Background: an optimization exercise with open tools, aiming at small area and a short achievable clock period. Do not read the settings as production practice. Where RTL was checked, it was by simulation tests only, not by an equivalence proof against the original. No activity file was given, so power comes from the tool's default toggle rates.

==> flow/design.v (excerpt) <==
module rob_top
(
   input  logic       clock,
   input  logic       reset,
   input  logic       dispatch_valid_a,
   input  logic       dispatch_valid_b,
   input  logic [4:0] opcode_a,
   input  logic [4:0] opcode_b,
   input  logic [5:0] told_a,
   input  logic [5:0] told_b,
   output logic       dispatch_ready,
   output logic [4:0] rob_idx_a,
   output logic [4:0] rob_idx_b,
   input  logic       cdb_valid_a,
   input  logic       cdb_valid_b,
   input  logic       cdb_valid_c,
   input  logic       cdb_valid_d,
   input  logic [4:0] cdb_idx_a,
   input  logic [4:0] cdb_idx_b,
   input  logic [4:0] cdb_idx_c,
   input  logic [4:0] cdb_idx_d,
   output logic       retire_en_a,
   output logic       retire_en_b,
   output logic [5:0] retire_told_a,
   output logic [5:0] retire_told_b,
   output logic [1:0] retire_count,
   output logic       rob_full,
   output logic       rob_almost_full,
   output logic       rob_empty,
   output logic [4:0] rob_head,
   output logic [4:0] rob_tail,
   output logic [5:0] rob_count
);
Size: ~310 flip-flops, ~96 I/O pins, roughly 14,000 µm² of cells after synthesis.
==> flow/config.mk <==
export PLATFORM = sky130hd
export DESIGN_NAME = rob_top
export DESIGN_NICKNAME = rob_top
export VERILOG_FILES = /design/flow/design.v
export SDC_FILE = /design/flow/constraint.sdc
export NUM_CORES = 4
export LEC_CHECK = 0
export CAP_MARGIN = 20
export CORE_MARGIN = 2
export CORE_UTILIZATION = 40
export SETUP_SLACK_MARGIN = 3.0
export SLEW_MARGIN = 20
==> flow/constraint.sdc <==
create_clock -name core_clock -period 5.5 [get_ports {clock}]
set_input_delay 1.1000 -clock core_clock [delete_from_list [all_inputs] [get_ports {clock}]]
set_output_delay 1.1000 -clock core_clock [all_outputs]
set_load 0.01 [all_outputs]
standard.sh (not shown) runs the stock make flow with config.mk's settings and CLKGATE_MAP_FILE= SYNTH_SCRIPT=/design/flow/synth_recipe.tcl, a recipe that flattens the netlist after the stock synthesis.
==> flow/flow/run.sh <==
#!/bin/bash
# Standard ORFS layout, but with plain buffers on the ports instead of the
# delay buffers buffer_ports picks by default.
set -euo pipefail
cd "$(dirname "$0")/.."
export BUFFER_PORTS_ARGS="-buffer_cell sky130_fd_sc_hd__buf_2"
bash standard.sh finish > orfs_make.log 2>&1
Then changed:
--- a/flow/design.v
+++ b/flow/design.v
@@ -25,23 +25,22 @@
    output logic [5:0] retire_told_a,
    output logic [5:0] retire_told_b,
    output logic [1:0] retire_count,
    output logic       rob_full,
    output logic       rob_almost_full,
    output logic       rob_empty,
    output logic [4:0] rob_head,
    output logic [4:0] rob_tail,
    output logic [5:0] rob_count
 );
    logic [4:0] head;
-   logic [4:0] h1, h2, h3;  
    logic [4:0] nh;          
    logic [4:0] nh1;         
    logic [4:0] tail;
    logic [4:0] tail_p1;     
    logic [5:0] count;
    logic       ready;
    logic       full;
    logic       almost_full;
    logic       empty;
    logic [1:0] rc;
    logic       en_a, en_b;
@@ -108,24 +107,22 @@
          else if (set[2*j+1])
             cpl_o[j]  <= 1'b1;
       end
    end
    logic [3:0] ridx_e, ridx_o;
    logic       rc_e, rc_o, rs_e, rs_o;
    logic [5:0] rt_e, rt_o;
    logic       cpl_h, cpl_n, st_h, st_n;
    logic       hit_h, hit_n;
    logic [5:0] left;        
    logic       ret1, ret2;
-   assign nh  = rc[1] ? h2 : rc[0] ? h1 : head;
-   assign nh1 = rc[1] ? h3 : rc[0] ? h2 : h1;
    assign ridx_o = nh[4:1];
    assign ridx_e = nh1[4:1];
    logic [15:0] sel_e, sel_o;
    always_comb
    begin
       rc_e = 1'b0; rc_o = 1'b0; rs_e = 1'b0; rs_o = 1'b0; rt_e = '0; rt_o = '0;
       for (int j = 0; j < 16; j++)
       begin
          sel_e[j] = (ridx_e == 4'(j));
          sel_o[j] = (ridx_o == 4'(j));
          rc_e = rc_e | (sel_e[j] & cpl_e[j]);
@@ -146,42 +143,40 @@
                   (cdb_valid_c & (cdb_idx_c == nh1)) | (cdb_valid_d & (cdb_idx_d == nh1));
    assign left = count - 6'(rc);
    assign ret1 = (left != 6'd0) & (cpl_h | hit_h);
    assign ret2 = ret1 & (left[5:1] != 5'd0) & (cpl_n | hit_n);
    logic [5:0] ncount;
    assign ncount = left + 6'(accept);
    always_ff @(posedge clock)
    begin
       if (reset)
       begin
          head        <= '0;
-         h1          <= 5'd1;
-         h2          <= 5'd2;
-         h3          <= 5'd3;
+         nh          <= '0;
+         nh1         <= 5'd1;
          tail        <= '0;
          tail_p1     <= 5'd1;
          count       <= '0;
          ready       <= 1'b1;
          full        <= 1'b0;
          almost_full <= 1'b0;
          empty       <= 1'b1;
          rc          <= '0;
          en_a        <= 1'b0;
          en_b        <= 1'b0;
       end
       else
       begin
          head        <= nh;
-         h1          <= nh1;
-         h2          <= nh1 + 5'd1;
-         h3          <= nh1 + 5'd2;
+         nh          <= ret2 ? nh1 + 5'd1 : ret1 ? nh1 : nh;
+         nh1         <= ret2 ? nh1 + 5'd2 : ret1 ? nh1 + 5'd1 : nh1;
          tail        <= tail + 5'(accept);
          tail_p1     <= tail_p1 + 5'(accept);
          count       <= ncount;
          ready       <= ~(ncount[5] | (&ncount[4:0]));
          full        <= ncount[5];
          almost_full <= ncount[5] | (&ncount[4:1]);
          empty       <= (ncount == 6'd0);
          rc          <= {ret2, ret1 & ~ret2};
          en_a        <= ret1 & ~st_h;
          en_b        <= ret2 & ~st_n;
       end
Final area fell by a few percent.
Combinational power fell by a quarter to a third.
Utilization fell by 2.5 points.
Total power fell by about a fifth.
Non-clock buffer count fell by 28.
Area after synthesis fell by a few percent.
Register-to-register slack gets better by 270 ps.
Die area fell by a few percent.
Global-route usage fell by 3.0 points.
Wire length fell by roughly a tenth.
Worst setup slack gets better by 240 ps.
Final cell count fell by a few percent.
No run of this note included a check of the RTL's function; only the layout flow was run.

* * *

The RTL this note starts from:
==> flow/design.v <==
`timescale 1ns/100ps
module rob_top
(
   input  logic       clock,
   input  logic       reset,
   input  logic       dispatch_valid_a,
   input  logic       dispatch_valid_b,
   input  logic [4:0] opcode_a,
   input  logic [4:0] opcode_b,
   input  logic [5:0] told_a,
   input  logic [5:0] told_b,
   output logic       dispatch_ready,
   output logic [4:0] rob_idx_a,
   output logic [4:0] rob_idx_b,
   input  logic       cdb_valid_a,
   input  logic       cdb_valid_b,
   input  logic       cdb_valid_c,
   input  logic       cdb_valid_d,
   input  logic [4:0] cdb_idx_a,
   input  logic [4:0] cdb_idx_b,
   input  logic [4:0] cdb_idx_c,
   input  logic [4:0] cdb_idx_d,
   output logic       retire_en_a,
   output logic       retire_en_b,
   output logic [5:0] retire_told_a,
   output logic [5:0] retire_told_b,
   output logic [1:0] retire_count,
   output logic       rob_full,
   output logic       rob_almost_full,
   output logic       rob_empty,
   output logic [4:0] rob_head,
   output logic [4:0] rob_tail,
   output logic [5:0] rob_count
);
   logic [4:0] head;
   logic [4:0] nh;          
   logic [4:0] nh1;         
   logic [4:0] tail;
   logic [4:0] tail_p1;     
   logic [5:0] count;
   logic       ready;
   logic       full;
   logic       almost_full;
   logic       empty;
   logic [1:0] rc;
   logic       en_a, en_b;
   logic [5:0] rt_a, rt_b;
   logic [15:0] cpl_e, cpl_o;
   logic [15:0] st_e,  st_o;
   logic [5:0]  told_e [16];
   logic [5:0]  told_o [16];
   logic       alloc_a, alloc_b;
   logic [1:0] accept;
   assign alloc_a = dispatch_valid_a & ready;
   assign alloc_b = dispatch_valid_b & ready;
   assign accept  = {alloc_a & alloc_b, alloc_a ^ alloc_b};
   logic       wen_e, wen_o;
   logic       wst_e, wst_o;
   logic [5:0] wtold_e, wtold_o;
   assign wen_e   = tail[0] ? alloc_b : alloc_a;
   assign wen_o   = tail[0] ? alloc_a : alloc_b;
   assign wst_e   = tail[0] ? (opcode_b == 5'd0) : (opcode_a == 5'd0);
   assign wst_o   = tail[0] ? (opcode_a == 5'd0) : (opcode_b == 5'd0);
   assign wtold_e = tail[0] ? told_b : told_a;
   assign wtold_o = tail[0] ? told_a : told_b;
   logic [3:0] lo [4];
   logic [7:0] hi [4];
   logic [3:0] cv;
   logic [4:0] ci [4];
   logic [31:0] set;
   assign cv = {cdb_valid_d, cdb_valid_c, cdb_valid_b, cdb_valid_a};
   assign ci[0] = cdb_idx_a;
   assign ci[1] = cdb_idx_b;
   assign ci[2] = cdb_idx_c;
   assign ci[3] = cdb_idx_d;
   always_comb
   begin
      for (int p = 0; p < 4; p++)
      begin
         for (int k = 0; k < 4; k++)
            lo[p][k] = cv[p] & (ci[p][1:0] == 2'(k));
         for (int m = 0; m < 8; m++)
            hi[p][m] = (ci[p][4:2] == 3'(m));
      end
      for (int i = 0; i < 32; i++)
         set[i] = (lo[0][i%4] & hi[0][i/4]) | (lo[1][i%4] & hi[1][i/4]) |
                  (lo[2][i%4] & hi[2][i/4]) | (lo[3][i%4] & hi[3][i/4]);
   end
   always_ff @(posedge clock)
   begin
      for (int j = 0; j < 16; j++)
      begin
         if (wen_e && tail_p1[4:1] == 4'(j))
         begin
            cpl_e[j]  <= 1'b0;
            st_e[j]   <= wst_e;
            told_e[j] <= wtold_e;
         end
         else if (set[2*j])
            cpl_e[j]  <= 1'b1;
         if (wen_o && tail[4:1] == 4'(j))
         begin
            cpl_o[j]  <= 1'b0;
            st_o[j]   <= wst_o;
            told_o[j] <= wtold_o;
         end
         else if (set[2*j+1])
            cpl_o[j]  <= 1'b1;
      end
   end
   logic [3:0] ridx_e, ridx_o;
   logic       rs_e, rs_o;
   logic [5:0] rt_e, rt_o;
   logic       cpl_h, cpl_n, st_h, st_n;
   logic       hit_h, hit_n;
   logic [5:0] left;        
   logic       l1, l2, ch, cn;
   logic       ret1, ret2;
   assign ridx_o = nh[4:1];
   assign ridx_e = nh1[4:1];
   logic [15:0] sel_e, sel_o;
   always_comb
   begin
      rs_e = 1'b0; rs_o = 1'b0; rt_e = '0; rt_o = '0;
      for (int j = 0; j < 16; j++)
      begin
         sel_e[j] = (ridx_e == 4'(j));
         sel_o[j] = (ridx_o == 4'(j));
         rs_e = rs_e | (sel_e[j] & st_e[j]);
         rs_o = rs_o | (sel_o[j] & st_o[j]);
         rt_e = rt_e | ({6{sel_e[j]}} & told_e[j]);
         rt_o = rt_o | ({6{sel_o[j]}} & told_o[j]);
      end
   end
   logic [31:0] cpl_all;
   always_comb
   begin
      cpl_h = 1'b0;
      cpl_n = 1'b0;
      for (int i = 0; i < 32; i++)
      begin
         cpl_all[i] = (i % 2 == 0) ? cpl_e[i/2] : cpl_o[i/2];
         cpl_h = cpl_h | ((nh  == 5'(i)) & cpl_all[i]);
         cpl_n = cpl_n | ((nh1 == 5'(i)) & cpl_all[i]);
      end
   end
   assign st_h  = nh[0] ? rs_o : rs_e;
   assign st_n  = nh[0] ? rs_e : rs_o;
   assign hit_h = (cdb_valid_a & (cdb_idx_a == nh)) | (cdb_valid_b & (cdb_idx_b == nh)) |
                  (cdb_valid_c & (cdb_idx_c == nh)) | (cdb_valid_d & (cdb_idx_d == nh));
   assign hit_n = (cdb_valid_a & (cdb_idx_a == nh1)) | (cdb_valid_b & (cdb_idx_b == nh1)) |
                  (cdb_valid_c & (cdb_idx_c == nh1)) | (cdb_valid_d & (cdb_idx_d == nh1));
   assign left = count - 6'(rc);
   assign l1   = (left != 6'd0);
   assign l2   = (left[5:1] != 5'd0);
   assign ch   = cpl_h | hit_h;
   assign cn   = cpl_n | hit_n;
   assign ret1 = l1 & ch;
   assign ret2 = ret1 & l2 & cn;
   logic [4:0] nh2, nh3;
   logic [4:0] x1, x2, y1, y2;
   logic [4:0] nh_next, nh1_next;
   assign nh2 = nh1 + 5'd1;
   assign nh3 = nh1 + 5'd2;
   assign x1  = l1 ? nh1 : nh;
   assign x2  = l2 ? nh2 : x1;
   assign y1  = l1 ? nh2 : nh1;
   assign y2  = l2 ? nh3 : y1;
   assign nh_next  = ch ? (cn ? x2 : x1) : nh;
   assign nh1_next = ch ? (cn ? y2 : y1) : nh1;
   logic [5:0] ncount;
   assign ncount = left + 6'(accept);
   always_ff @(posedge clock)
   begin
      if (reset)
      begin
         head        <= '0;
         nh          <= '0;
         nh1         <= 5'd1;
         tail        <= '0;
         tail_p1     <= 5'd1;
         count       <= '0;
         ready       <= 1'b1;
         full        <= 1'b0;
         almost_full <= 1'b0;
         empty       <= 1'b1;
         rc          <= '0;
         en_a        <= 1'b0;
         en_b        <= 1'b0;
      end
      else
      begin
         head        <= nh;
         nh          <= nh_next;
         nh1         <= nh1_next;
         tail        <= tail + 5'(accept);
         tail_p1     <= tail_p1 + 5'(accept);
         count       <= ncount;
         ready       <= ~(ncount[5] | (&ncount[4:0]));
         full        <= ncount[5];
         almost_full <= ncount[5] | (&ncount[4:1]);
         empty       <= (ncount == 6'd0);
         rc          <= {ret2, ret1 & ~ret2};
         en_a        <= ret1 & ~st_h;
         en_b        <= ret2 & ~st_n;
      end
   end
   always_ff @(posedge clock)
   begin
      rt_a <= nh[0] ? rt_o : rt_e;
      rt_b <= nh[0] ? rt_e : rt_o;
   end
   assign dispatch_ready  = ready;
   assign rob_idx_a       = tail;
   assign rob_idx_b       = tail_p1;
   assign retire_count    = rc;
   assign retire_en_a     = en_a;
   assign retire_en_b     = en_b;
   assign retire_told_a   = rt_a;
   assign retire_told_b   = rt_b;
   assign rob_full        = full;
   assign rob_almost_full = almost_full;
   assign rob_empty       = empty;
   assign rob_head        = head;
   assign rob_tail        = tail;
   assign rob_count       = count;
endmodule
Settings: LEC_CHECK=0, CAP_MARGIN=20, CORE_MARGIN=2, CORE_UTILIZATION=60, CTS_CLUSTER_DIAMETER=80, CTS_CLUSTER_SIZE=24, SETUP_SLACK_MARGIN=3.0, SLEW_MARGIN=20, TNS_END_PERCENT=10; clock period 5.5 ns.
==> flow/flow/run.sh <==
#!/bin/bash
# Standard ORFS layout, with plain buffers on the ports instead of the delay
# buffers buffer_ports picks by default, and sizing free to change a cell's
# footprint.
set -euo pipefail
cd "$(dirname "$0")/.."
export BUFFER_PORTS_ARGS="-buffer_cell sky130_fd_sc_hd__buf_2"
bash standard.sh MATCH_CELL_FOOTPRINT=0 finish > orfs_make.log 2>&1
Next try:
--- a/flow/design.v
+++ b/flow/design.v
@@ -110,5 +110,5 @@
    end
    logic [3:0] ridx_e, ridx_o;
-   logic       rs_e, rs_o;
+   logic       rc_e, rc_o, rs_e, rs_o;
    logic [5:0] rt_e, rt_o;
    logic       cpl_h, cpl_n, st_h, st_n;
@@ -122,9 +122,11 @@
    always_comb
    begin
-      rs_e = 1'b0; rs_o = 1'b0; rt_e = '0; rt_o = '0;
+      rc_e = 1'b0; rc_o = 1'b0; rs_e = 1'b0; rs_o = 1'b0; rt_e = '0; rt_o = '0;
       for (int j = 0; j < 16; j++)
       begin
          sel_e[j] = (ridx_e == 4'(j));
          sel_o[j] = (ridx_o == 4'(j));
+         rc_e = rc_e | (sel_e[j] & cpl_e[j]);
+         rc_o = rc_o | (sel_o[j] & cpl_o[j]);
          rs_e = rs_e | (sel_e[j] & st_e[j]);
          rs_o = rs_o | (sel_o[j] & st_o[j]);
@@ -133,16 +135,6 @@
       end
    end
-   logic [31:0] cpl_all;
-   always_comb
-   begin
-      cpl_h = 1'b0;
-      cpl_n = 1'b0;
-      for (int i = 0; i < 32; i++)
-      begin
-         cpl_all[i] = (i % 2 == 0) ? cpl_e[i/2] : cpl_o[i/2];
-         cpl_h = cpl_h | ((nh  == 5'(i)) & cpl_all[i]);
-         cpl_n = cpl_n | ((nh1 == 5'(i)) & cpl_all[i]);
-      end
-   end
+   assign cpl_h = nh[0] ? rc_o : rc_e;
+   assign cpl_n = nh[0] ? rc_e : rc_o;
    assign st_h  = nh[0] ? rs_o : rs_e;
    assign st_n  = nh[0] ? rs_e : rs_o;
Register-to-register slack gets worse by 0.03 ns.
Final area decreases by 2.0%.
Die area shrinks by 3.8%.
Clock-buffer cell count stays the same.
Power fell by 8.7%.
Worst hold slack degrades by 0.051 ns.
Clock skew hardly moves.
Worst setup slack loses 0.014 ns.
Combinational power falls by 19%.
Utilization is higher by 1.1 points.
Only the layout flow was run in the first run of this note; the RTL was not checked for function there.

==> re-timing with driven ports <==
No port has a modelled driver above. Below, the same layouts with a new extraction and two added sets of constraints.
Step 1 sets driving cells, clkbuf_16 on the clock port and buf_2 on the other inputs (assumed; they add their load-dependent delay and slew).
Step 2 moves the port delays by t, midway between the first and last clock arrival at a register: inputs arrive t later, outputs are due t later. That takes back most of the time a late clock gives input paths.
Three values: ideal, step 1, step 2; two values: the first two.
run | t, ns | slack for setup (ns) | worst setup path after step 2 | latest minus earliest clock arrival (ns) | worst slew at a driven data input, ns
the first run of note 1 | 0.583 | 2.556 / 2.556 / 2.230 | input to register | 0.021 / 0.021 | 0.07
the second run of note 1 | 0.608 | 2.792 / 2.824 / 2.216 | input to register | 0.028 / 0.028 | 0.06
the first run of note 2 | 0.554 | 2.847 / 2.857 / 2.322 | input to register | 0.022 / 0.022 | 0.04
the second run of note 2 | 0.560 | 2.832 / 2.832 / 2.383 | input to register | 0.022 / 0.022 | 0.04
After both steps every run listed still meets setup and hold. For the second run of note 1, which loses most, drivers alone change the setup slack by +0.032 ns; drivers and shift together by -0.576 ns.
